Background: an optimization exercise with open tools, aiming at small area and a short achievable clock period. Do not read the settings as production practice.
RTL that was checked went through simulation tests only; none was proved equivalent to the original.
Power figures rest on the tool's default switching activity, not on a simulated workload.

Design dma_desc_sched, start of the top module:
module dma_desc_sched #(
    parameter int NUM_CH = 4,
    parameter int DESC_DEPTH = 4,
    parameter int ALIGN_CHECK = 1,
    localparam int CW = (NUM_CH > 1) ? $clog2(NUM_CH) : 1,
    localparam int PW = $clog2(DESC_DEPTH),
    localparam int DW = 96,
    localparam int EW = 35,
    localparam int OffsetWidth = 2
) (
    input  logic                 clk,
    input  logic                 rst,
    input  logic [NUM_CH-1:0]    push_valid_i,
    input  logic [NUM_CH*DW-1:0] push_desc_i,
    output logic [NUM_CH-1:0]    push_ready_o,
    output logic                 eng_valid_o,
    input  logic                 eng_ready_i,
    output logic [DW-1:0]        eng_desc_o,
    output logic [CW-1:0]        eng_ch_o,
    input  logic                 eng_done_i,
    input  logic [EW-1:0]        eng_err_i,
    input  logic [NUM_CH-1:0]    clr_i,
    output logic [NUM_CH-1:0]    ch_active_o,
    output logic [NUM_CH-1:0]    ch_done_o,
    output logic [NUM_CH-1:0]    ch_err_o,
    output logic [EW-1:0]        err_info_o,
    output logic                 irq_o
);
    localparam int SW = 96;    
    localparam int LW = 92;    
    logic [SW-1:0]     r_mem [16];
    logic [3:0]        r_wen [4];     
  ...
export LEC_CHECK = 0
export CAP_MARGIN = 20
export CORE_MARGIN = 2
export CORE_UTILIZATION = 55
export SETUP_SLACK_MARGIN = 4.0
export SLEW_MARGIN = 20
create_clock -name core_clock -period 6.5 [get_ports {clk}]
standard.sh (not shown) runs the stock make flow with config.mk's settings and CLKGATE_MAP_FILE= SYNTH_SCRIPT=/design/flow/synth_recipe.tcl, a recipe that flattens the netlist after the stock synthesis.
==> flow/flow/run.sh <==
#!/bin/bash
# Standard ORFS layout with plain buffers on the ports and a CTS with larger sink clusters
# and no dummy loads.
set -euo pipefail
export BUFFER_PORTS_ARGS="-buffer_cell sky130_fd_sc_hd__buf_2"
export CTS_ARGS="-sink_clustering_enable -repair_clock_nets -dont_use_dummy_load -sink_clustering_size 24 -sink_clustering_max_diameter 100"
bash standard.sh > standard.log 2>&1
The baseline completed with no timing, DRC or antenna violations.
Then changed:
--- a/flow/design.v
+++ b/flow/design.v
@@ -57,19 +57,19 @@
     end
     always_ff @(posedge clk) begin
         for (int c = 0; c < 4; c++)
             for (int i = 0; i < 4; i++)
                 r_mem[c*4 + i] <= (w_enc[c] & {SW{r_wen[c][i]}}) | (r_mem[c*4 + i] & {SW{r_wen_n[c][i]}});
     end
-    logic [SW-1:0]     w_head [4];
+    logic [3:0]        w_head [4];    
     logic [3:0]        w_hzero, w_hbad;
     always_comb begin
         for (int c = 0; c < 4; c++) begin
             w_head[c] = '0;
             for (int i = 0; i < 4; i++)
-                w_head[c] = w_head[c] | (r_mem[c*4 + i] & {SW{r_rp[c][i]}});
+                w_head[c] = w_head[c] | (r_mem[c*4 + i][3:0] & {4{r_rp[c][i]}});
             w_hzero[c] = w_head[c][0];
             w_hbad[c] = w_head[c][3:2] != 2'b00;
         end
     end
     logic [3:0] w_gsel, w_ne;
     always_comb begin
@@ -77,38 +77,36 @@
         for (int c = 0; c < 4; c++)
             w_gsel[c] = w_ne[c] && (r_ptr[c] ||
                         (r_ptr[(c+3)%4] && !w_ne[(c+3)%4]) ||
                         (r_ptr[(c+2)%4] && !w_ne[(c+2)%4] && !w_ne[(c+3)%4]) ||
                         (r_ptr[(c+1)%4] && !w_ne[(c+1)%4] && !w_ne[(c+2)%4] && !w_ne[(c+3)%4]));
     end
-    logic [3:0] w_ldc, w_errc, w_errc_s, w_errc_d, w_zc, w_pop;
+    logic [3:0] w_ldc, w_errc, w_zc, w_pop;
     logic       w_ld, w_perr, w_pick;
     always_comb begin
         for (int c = 0; c < 4; c++) begin
             w_pop[c] = r_idle && w_gsel[c];
             w_ldc[c] = w_pop[c] && !w_hzero[c] && !w_hbad[c];
             w_errc[c] = w_pop[c] && !w_hzero[c] && w_hbad[c];
-            w_errc_s[c] = w_errc[c] && w_head[c][1];
-            w_errc_d[c] = w_errc[c] && !w_head[c][1];
             w_zc[c] = w_pop[c] && w_hzero[c];
         end
         w_ld = |w_ldc;
         w_perr = |w_errc;
         w_pick = r_idle && (|w_ne);
     end
+    logic [SW-1:0] w_pe;
+    always_comb begin
+        w_pe = '0;
+        for (int c = 0; c < 4; c++)
+            for (int i = 0; i < 4; i++)
+                w_pe = w_pe | (r_mem[c*4 + i] & {SW{w_gsel[c] && r_rp[c][i]}});
+    end
     logic [LW-1:0] w_desc_nx;
     logic [31:0]   w_paddr;
-    always_comb begin
-        w_desc_nx = r_desc & {LW{!w_ld}};
-        w_paddr = '0;
-        for (int c = 0; c < 4; c++) begin
-            w_desc_nx = w_desc_nx | (w_head[c][95:4] & {LW{w_ldc[c]}});
-            w_paddr = w_paddr | ({w_head[c][95:66], w_head[c][3:2]} & {32{w_errc_s[c]}})
-                              | ({w_head[c][65:36], w_head[c][3:2]} & {32{w_errc_d[c]}});
-        end
-    end
+    assign w_desc_nx = w_ld ? w_pe[95:4] : r_desc;
+    assign w_paddr = {w_pe[1] ? w_pe[95:66] : w_pe[65:36], w_pe[3:2]};
     logic w_eerr, w_edone;
     assign w_eerr  = r_wait && eng_err_i[34];
     assign w_edone = r_wait && !eng_err_i[34] && eng_done_i;
     logic [3:0] w_flush, w_set_done, w_set_err;
     always_comb begin
         w_set_done = w_zc | (w_edone ? r_ch1h : 4'b0);
=>
- via count barely changes
- first-iteration DRC count came out higher by about 3%
- sequential cell count stays the same
- total power went down by about 0.57%
- wire length rises by about 7%
- final area came out higher by about 0.4%
- setup slack got worse by 0.18 ns
- global-route usage came out higher by 4.9 points
- non-clock buffer count is higher by 80
- clock power rose by about 0.7%
- die area goes down by 2.9%
- sequential share of layout area came out lower by 0.30 points
- maximum frequency falls by 6.1%
- core utilization went up by 2.3 points
The RTL of the second run of this note was laid out without a check of its function.

* * *

## job 101
The RTL this note starts from:
==> flow/design.v <==
module dma_desc_sched #(
    parameter int NUM_CH = 4,
    parameter int DESC_DEPTH = 4,
    parameter int ALIGN_CHECK = 1,
    localparam int CW = (NUM_CH > 1) ? $clog2(NUM_CH) : 1,
    localparam int PW = $clog2(DESC_DEPTH),
    localparam int DW = 96,
    localparam int EW = 35,
    localparam int OffsetWidth = 2
) (
    input  logic                 clk,
    input  logic                 rst,
    input  logic [NUM_CH-1:0]    push_valid_i,
    input  logic [NUM_CH*DW-1:0] push_desc_i,
    output logic [NUM_CH-1:0]    push_ready_o,
    output logic                 eng_valid_o,
    input  logic                 eng_ready_i,
    output logic [DW-1:0]        eng_desc_o,
    output logic [CW-1:0]        eng_ch_o,
    input  logic                 eng_done_i,
    input  logic [EW-1:0]        eng_err_i,
    input  logic [NUM_CH-1:0]    clr_i,
    output logic [NUM_CH-1:0]    ch_active_o,
    output logic [NUM_CH-1:0]    ch_done_o,
    output logic [NUM_CH-1:0]    ch_err_o,
    output logic [EW-1:0]        err_info_o,
    output logic                 irq_o
);
    localparam int SW = 95;    
    localparam int LW = 92;    
    logic [SW-1:0]     r_mem [16];
    logic [3:0]        r_wen [4];     
    logic [3:0]        r_wen_n [4];   
    logic [3:0]        r_rp [4];      
    logic [3:0]        r_cnt [4];     
    logic              r_idle, r_issue, r_wait;
    logic [3:0]        r_ptr;         
    logic [3:0]        r_gsel;        
    logic [1:0]        r_ch;
    logic [3:0]        r_ch1h;        
    logic [LW-1:0]     r_desc;
    logic [3:0]        r_done, r_err;
    logic [31:0]       r_err_addr;
    logic [1:0]        r_err_src;
    logic [3:0]        r_ready, r_active;
    logic              r_errany, r_irq;
    logic [SW-1:0]     w_enc [4];
    always_comb begin
        for (int c = 0; c < 4; c++) begin
            logic [95:0] d;
            logic sb;
            logic [1:0] lo;
            d = push_desc_i[c*DW +: DW];
            sb = d[65:64] != 2'b00;
            lo = sb ? d[65:64] : d[33:32];
            w_enc[c] = {d[95:66], d[63:34], d[31:1], (lo != 2'b00) ? sb : d[0], lo, d[31:0] == 32'd0};
        end
    end
    always_ff @(posedge clk) begin
        for (int c = 0; c < 4; c++)
            for (int i = 0; i < 4; i++)
                r_mem[c*4 + i] <= (w_enc[c] & {SW{r_wen[c][i]}}) | (r_mem[c*4 + i] & {SW{r_wen_n[c][i]}});
    end
    logic [SW-1:0]     w_head [4];
    logic [3:0]        w_hzero, w_hbad;
    always_comb begin
        for (int c = 0; c < 4; c++) begin
            w_head[c] = '0;
            for (int i = 0; i < 4; i++)
                w_head[c] = w_head[c] | (r_mem[c*4 + i] & {SW{r_rp[c][i]}});
            w_hzero[c] = w_head[c][0];
            w_hbad[c] = w_head[c][2:1] != 2'b00;
        end
    end
    function automatic logic [3:0] rr_pick(input logic [3:0] ne, input logic [3:0] ptr);
        for (int c = 0; c < 4; c++)
            rr_pick[c] = ne[c] && (ptr[c] ||
                         (ptr[(c+3)%4] && !ne[(c+3)%4]) ||
                         (ptr[(c+2)%4] && !ne[(c+2)%4] && !ne[(c+3)%4]) ||
                         (ptr[(c+1)%4] && !ne[(c+1)%4] && !ne[(c+2)%4] && !ne[(c+3)%4]));
    endfunction
    logic [3:0] w_gsel;
    assign w_gsel = r_gsel;
    logic [3:0] w_ldc, w_errc, w_errc_s, w_errc_d, w_zc, w_pop;
    logic       w_ld, w_perr, w_pick;
    always_comb begin
        for (int c = 0; c < 4; c++) begin
            w_pop[c] = r_idle && w_gsel[c];
            w_ldc[c] = w_pop[c] && !w_hzero[c] && !w_hbad[c];
            w_errc[c] = w_pop[c] && !w_hzero[c] && w_hbad[c];
            w_errc_s[c] = w_errc[c] && w_head[c][3];
            w_errc_d[c] = w_errc[c] && !w_head[c][3];
            w_zc[c] = w_pop[c] && w_hzero[c];
        end
        w_ld = |w_ldc;
        w_perr = |w_errc;
        w_pick = r_idle && (|r_gsel);
    end
    logic [LW-1:0] w_desc_nx;
    logic [31:0]   w_paddr;
    always_comb begin
        w_desc_nx = r_desc & {LW{!w_ld}};
        w_paddr = '0;
        for (int c = 0; c < 4; c++) begin
            w_desc_nx = w_desc_nx | (w_head[c][94:3] & {LW{w_ldc[c]}});
            w_paddr = w_paddr | ({w_head[c][94:65], w_head[c][2:1]} & {32{w_errc_s[c]}})
                              | ({w_head[c][64:35], w_head[c][2:1]} & {32{w_errc_d[c]}});
        end
    end
    logic       w_e, w_d;
    logic [3:0] w_wc;                      
    assign w_e = eng_err_i[34];
    assign w_d = eng_done_i;
    assign w_wc = r_ch1h & {4{r_wait}};
    logic [3:0] w_cnt_nx [4];
    logic [3:0] w_rp_nx [4];
    logic [3:0] w_wen_nx [4];
    logic [3:0] w_ready_nx, w_active_nx, w_done_nx, w_err_nx;
    always_comb begin
        for (int c = 0; c < 4; c++) begin
            logic [3:0] wp, cnt_psh, cnt_nop, wen_psh, wen_nop, rp_kept;
            logic       pv, ef, full_psh, full_nop, keep_active;
            pv = push_valid_i[c] && r_ready[c];
            ef = w_wc[c] && w_e;                  
            wp = r_cnt[c][3] ? r_rp[c] : r_wen[c];
            cnt_psh = w_errc[c] ? 4'b0000 : w_pop[c] ? r_cnt[c] : {r_cnt[c][2:0], 1'b1};
            cnt_nop = w_errc[c] ? 4'b0000 : w_pop[c] ? {1'b0, r_cnt[c][3:1]} : r_cnt[c];
            full_psh = !w_errc[c] && !w_pop[c] && r_cnt[c][2];
            full_nop = !w_errc[c] && !w_pop[c] && r_cnt[c][3];
            wen_psh = w_errc[c] ? wp : full_psh ? 4'b0000 : {wp[2:0], wp[3]};
            wen_nop = w_errc[c] ? wp : full_nop ? 4'b0000 : wp;
            rp_kept = w_errc[c] ? wp : w_pop[c] ? {r_rp[c][2:0], r_rp[c][3]} : r_rp[c];
            keep_active = w_ldc[c] || (r_issue && r_ch1h[c]);
            w_cnt_nx[c] = ef ? 4'b0000 : pv ? cnt_psh : cnt_nop;
            w_wen_nx[c] = ef ? wp : pv ? wen_psh : wen_nop;
            w_rp_nx[c] = ef ? wp : rp_kept;
            w_err_nx[c] = w_errc[c] || ef || (r_err[c] && !clr_i[c]);
            w_done_nx[c] = w_zc[c] || (w_wc[c] && !w_e && w_d) || (r_done[c] && !clr_i[c]);
            w_ready_nx[c] = !(w_errc[c] || ef || (r_err[c] && !clr_i[c]) || (pv ? full_psh : full_nop));
            w_active_nx[c] = !ef && ((pv ? cnt_psh[0] : cnt_nop[0]) || keep_active || (w_wc[c] && !w_d));
        end
    end
    logic [3:0] w_ptr_nx;
    assign w_ptr_nx = w_pick ? {w_gsel[2:0], w_gsel[3]} : r_ptr;
    logic w_issue_nx, w_wait_nx, w_idle_nx, w_irq_nx, w_errany_nx;
    logic [3:0] w_ch1h_nx;
    always_comb begin
        w_issue_nx = w_ld || (r_issue && !eng_ready_i);
        w_wait_nx = (r_issue && eng_ready_i) || (r_wait && !w_e && !w_d);
        w_idle_nx = (r_idle && !w_ld) || (r_wait && (w_e || w_d));
        w_ch1h_nx = w_ld ? w_ldc : r_ch1h;
        w_irq_nx = (|w_zc) || w_perr || (r_wait && (w_e || w_d)) || (|((r_done | r_err) & ~clr_i));
        w_errany_nx = w_perr || (r_wait && w_e) || (|(r_err & ~clr_i));
    end
    always_ff @(posedge clk) begin
        if (rst) begin
            r_idle <= 1'b1;
            r_issue <= 1'b0;
            r_wait <= 1'b0;
            r_ptr <= 4'b0001;
            r_gsel <= 4'b0000;
            r_ch <= '0;
            r_ch1h <= 4'b0001;
            r_desc <= '0;
            r_done <= '0;
            r_err <= '0;
            r_err_addr <= '0;
            r_err_src <= '0;
            r_ready <= 4'hf;
            r_active <= '0;
            r_errany <= 1'b0;
            r_irq <= 1'b0;
            for (int c = 0; c < 4; c++) begin
                r_wen[c] <= 4'b0001;
                r_wen_n[c] <= 4'b1110;
                r_rp[c] <= 4'b0001;
                r_cnt[c] <= '0;
            end
        end else begin
            r_idle <= w_idle_nx;
            r_issue <= w_issue_nx;
            r_wait <= w_wait_nx;
            r_ptr <= w_ptr_nx;
            r_gsel <= rr_pick({w_cnt_nx[3][0], w_cnt_nx[2][0], w_cnt_nx[1][0], w_cnt_nx[0][0]}, w_ptr_nx);
            r_ch1h <= w_ch1h_nx;
            r_ch <= {w_ch1h_nx[3] | w_ch1h_nx[2], w_ch1h_nx[3] | w_ch1h_nx[1]};
            r_desc <= w_desc_nx;
            r_done <= w_done_nx;
            r_err <= w_err_nx;
            if (r_wait && w_e) begin
                r_err_addr <= eng_err_i[31:0];
                r_err_src <= eng_err_i[33:32];
            end else if (w_perr) begin
                r_err_addr <= w_paddr;
                r_err_src <= 2'd3;
            end
            r_errany <= w_errany_nx;
            r_irq <= w_irq_nx;
            r_ready <= w_ready_nx;
            r_active <= w_active_nx;
            for (int c = 0; c < 4; c++) begin
                r_cnt[c] <= w_cnt_nx[c];
                r_rp[c] <= w_rp_nx[c];
                r_wen[c] <= w_wen_nx[c];
                r_wen_n[c] <= ~w_wen_nx[c];
            end
        end
    end
    assign push_ready_o = r_ready;
    assign eng_valid_o = r_issue;
    assign eng_desc_o = {r_desc[91:62], 2'b00, r_desc[61:32], 2'b00, r_desc[31:0]};
    assign eng_ch_o = r_ch;
    assign ch_active_o = r_active;
    assign ch_done_o = r_done;
    assign ch_err_o = r_err;
    assign err_info_o = {r_errany, r_err_src, r_err_addr};
    assign irq_o = r_irq;
endmodule
export LEC_CHECK = 0
export CAP_MARGIN = 20
export CORE_MARGIN = 2
export CORE_UTILIZATION = 55
export SETUP_SLACK_MARGIN = 4.0
export SLEW_MARGIN = 20
export TNS_END_PERCENT = 10
create_clock -name core_clock -period 6.5 [get_ports {clk}]
==> flow/flow/run.sh <==
#!/bin/bash
# Standard ORFS layout with plain buffers on the ports and a CTS with larger sink clusters
# and no dummy loads.
set -euo pipefail
export BUFFER_PORTS_ARGS="-buffer_cell sky130_fd_sc_hd__buf_1"
export CTS_ARGS="-sink_clustering_enable -repair_clock_nets -dont_use_dummy_load -sink_clustering_size 24 -sink_clustering_max_diameter 100"
bash standard.sh > standard.log 2>&1
Every stage of the flow completed for job 101, and the final layout passed the timing, DRC and antenna checks.
What job 102 does differently from job 101 at the input level:
--- a/flow/design.v
+++ b/flow/design.v
@@ -25,18 +25,17 @@
     output logic [NUM_CH-1:0]    ch_err_o,
     output logic [EW-1:0]        err_info_o,
     output logic                 irq_o
 );
-    localparam int SW = 95;    
+    localparam int SW = 96;    
     localparam int LW = 92;    
     logic [SW-1:0]     r_mem [16];
     logic [3:0]        r_wen [4];     
     logic [3:0]        r_wen_n [4];   
     logic [3:0]        r_rp [4];      
     logic [3:0]        r_cnt [4];     
     logic              r_idle, r_issue, r_wait;
     logic [3:0]        r_ptr;         
-    logic [3:0]        r_gsel;        
     logic [1:0]        r_ch;
     logic [3:0]        r_ch1h;        
     logic [LW-1:0]     r_desc;
     logic [3:0]        r_done, r_err;
@@ -48,13 +47,11 @@
     always_comb begin
         for (int c = 0; c < 4; c++) begin
             logic [95:0] d;
             logic sb;
-            logic [1:0] lo;
             d = push_desc_i[c*DW +: DW];
             sb = d[65:64] != 2'b00;
-            lo = sb ? d[65:64] : d[33:32];
-            w_enc[c] = {d[95:66], d[63:34], d[31:1], (lo != 2'b00) ? sb : d[0], lo, d[31:0] == 32'd0};
+            w_enc[c] = {d[95:66], d[63:34], d[31:0], sb ? d[65:64] : d[33:32], sb, d[31:0] == 32'd0};
         end
     end
     always_ff @(posedge clk) begin
         for (int c = 0; c < 4; c++)
@@ -68,44 +65,44 @@
             w_head[c] = '0;
             for (int i = 0; i < 4; i++)
                 w_head[c] = w_head[c] | (r_mem[c*4 + i] & {SW{r_rp[c][i]}});
             w_hzero[c] = w_head[c][0];
-            w_hbad[c] = w_head[c][2:1] != 2'b00;
-        end
-    end
-    function automatic logic [3:0] rr_pick(input logic [3:0] ne, input logic [3:0] ptr);
+            w_hbad[c] = w_head[c][3:2] != 2'b00;
+        end
+    end
+    logic [3:0] w_gsel, w_ne;
+    always_comb begin
+        for (int c = 0; c < 4; c++) w_ne[c] = r_cnt[c][0];
         for (int c = 0; c < 4; c++)
-            rr_pick[c] = ne[c] && (ptr[c] ||
-                         (ptr[(c+3)%4] && !ne[(c+3)%4]) ||
-                         (ptr[(c+2)%4] && !ne[(c+2)%4] && !ne[(c+3)%4]) ||
-                         (ptr[(c+1)%4] && !ne[(c+1)%4] && !ne[(c+2)%4] && !ne[(c+3)%4]));
-    endfunction
-    logic [3:0] w_gsel;
-    assign w_gsel = r_gsel;
+            w_gsel[c] = w_ne[c] && (r_ptr[c] ||
+                        (r_ptr[(c+3)%4] && !w_ne[(c+3)%4]) ||
+                        (r_ptr[(c+2)%4] && !w_ne[(c+2)%4] && !w_ne[(c+3)%4]) ||
+                        (r_ptr[(c+1)%4] && !w_ne[(c+1)%4] && !w_ne[(c+2)%4] && !w_ne[(c+3)%4]));
+    end
     logic [3:0] w_ldc, w_errc, w_errc_s, w_errc_d, w_zc, w_pop;
     logic       w_ld, w_perr, w_pick;
     always_comb begin
         for (int c = 0; c < 4; c++) begin
             w_pop[c] = r_idle && w_gsel[c];
             w_ldc[c] = w_pop[c] && !w_hzero[c] && !w_hbad[c];
             w_errc[c] = w_pop[c] && !w_hzero[c] && w_hbad[c];
-            w_errc_s[c] = w_errc[c] && w_head[c][3];
-            w_errc_d[c] = w_errc[c] && !w_head[c][3];
+            w_errc_s[c] = w_errc[c] && w_head[c][1];
+            w_errc_d[c] = w_errc[c] && !w_head[c][1];
             w_zc[c] = w_pop[c] && w_hzero[c];
         end
         w_ld = |w_ldc;
         w_perr = |w_errc;
-        w_pick = r_idle && (|r_gsel);
+        w_pick = r_idle && (|w_ne);
     end
     logic [LW-1:0] w_desc_nx;
     logic [31:0]   w_paddr;
     always_comb begin
         w_desc_nx = r_desc & {LW{!w_ld}};
         w_paddr = '0;
         for (int c = 0; c < 4; c++) begin
-            w_desc_nx = w_desc_nx | (w_head[c][94:3] & {LW{w_ldc[c]}});
-            w_paddr = w_paddr | ({w_head[c][94:65], w_head[c][2:1]} & {32{w_errc_s[c]}})
-                              | ({w_head[c][64:35], w_head[c][2:1]} & {32{w_errc_d[c]}});
+            w_desc_nx = w_desc_nx | (w_head[c][95:4] & {LW{w_ldc[c]}});
+            w_paddr = w_paddr | ({w_head[c][95:66], w_head[c][3:2]} & {32{w_errc_s[c]}})
+                              | ({w_head[c][65:36], w_head[c][3:2]} & {32{w_errc_d[c]}});
         end
     end
     logic       w_e, w_d;
     logic [3:0] w_wc;                      
@@ -139,10 +136,8 @@
             w_ready_nx[c] = !(w_errc[c] || ef || (r_err[c] && !clr_i[c]) || (pv ? full_psh : full_nop));
             w_active_nx[c] = !ef && ((pv ? cnt_psh[0] : cnt_nop[0]) || keep_active || (w_wc[c] && !w_d));
         end
     end
-    logic [3:0] w_ptr_nx;
-    assign w_ptr_nx = w_pick ? {w_gsel[2:0], w_gsel[3]} : r_ptr;
     logic w_issue_nx, w_wait_nx, w_idle_nx, w_irq_nx, w_errany_nx;
     logic [3:0] w_ch1h_nx;
     always_comb begin
         w_issue_nx = w_ld || (r_issue && !eng_ready_i);
@@ -157,9 +152,8 @@
             r_idle <= 1'b1;
             r_issue <= 1'b0;
             r_wait <= 1'b0;
             r_ptr <= 4'b0001;
-            r_gsel <= 4'b0000;
             r_ch <= '0;
             r_ch1h <= 4'b0001;
             r_desc <= '0;
             r_done <= '0;
@@ -179,10 +173,9 @@
         end else begin
             r_idle <= w_idle_nx;
             r_issue <= w_issue_nx;
             r_wait <= w_wait_nx;
-            r_ptr <= w_ptr_nx;
-            r_gsel <= rr_pick({w_cnt_nx[3][0], w_cnt_nx[2][0], w_cnt_nx[1][0], w_cnt_nx[0][0]}, w_ptr_nx);
+            if (w_pick) r_ptr <= {w_gsel[2:0], w_gsel[3]};
             r_ch1h <= w_ch1h_nx;
             r_ch <= {w_ch1h_nx[3] | w_ch1h_nx[2], w_ch1h_nx[3] | w_ch1h_nx[1]};
             r_desc <= w_desc_nx;
             r_done <= w_done_nx;
### Flow results
On area used by multi-input combinational logic: between job 101 and job 102, it ends up higher for job 101.
Of the two candidates, job 101 has the worse maximum frequency from static timing analysis and job 102 the better one.
[compare] base=job 101 new=job 102: sequential cell count increased 12, count of state elements after synthesis increased about 0.7%, final wirelength increased about 1%, cell area increased 0.75%, final hold violation count essentially unchanged.
Taking job 101 as the reference, in job 102 utilization now sits higher, post-detailed-placement half-perimeter wirelength now sits higher.
A highest-utilization routing layer at the global route stage of met2 is what job 101 shows, while met1 belongs to job 102.
Diff job 101 -> job 102: total setup buffers inserted after CTS dropped about 4%; non-clock buffer count has increased.
Fraction of standard cell area in multi-input logic for job 102 is lower than for job 101.
No functional check of the RTL was part of any run of this note.

## static timing again, ports no longer ideal
The flow's constraints put no driver on any port. The routed layouts listed below were extracted and timed again, unchanged, in two steps.
Step 1 assumes that a clkbuf_16 drives the clock port and a buf_2 every other input.
Step 2 also shifts input and output timing later by t, the mid clock arrival at the registers, as if the neighbouring blocks saw the same clock.
a / b / c = no drivers / after step 1 / after step 2; a / b = the first two.
run | t, ns | setup WS [ns] | worst setup path after step 2
the first run of note 1 | 0.783 | 3.768 / 3.768 / 3.115 | input to register
the second run of note 1 | 0.806 | 3.592 / 3.592 / 3.173 | input to register
job 101 | 0.771 | 3.726 / 3.726 / 3.102 | input to register
job 102 | 0.788 | 3.779 / 3.765 / 3.007 | input to register
After both steps every run listed still meets setup and hold. For job 102, which loses most, drivers alone change the setup slack by -0.014 ns; drivers and shift together by -0.772 ns.
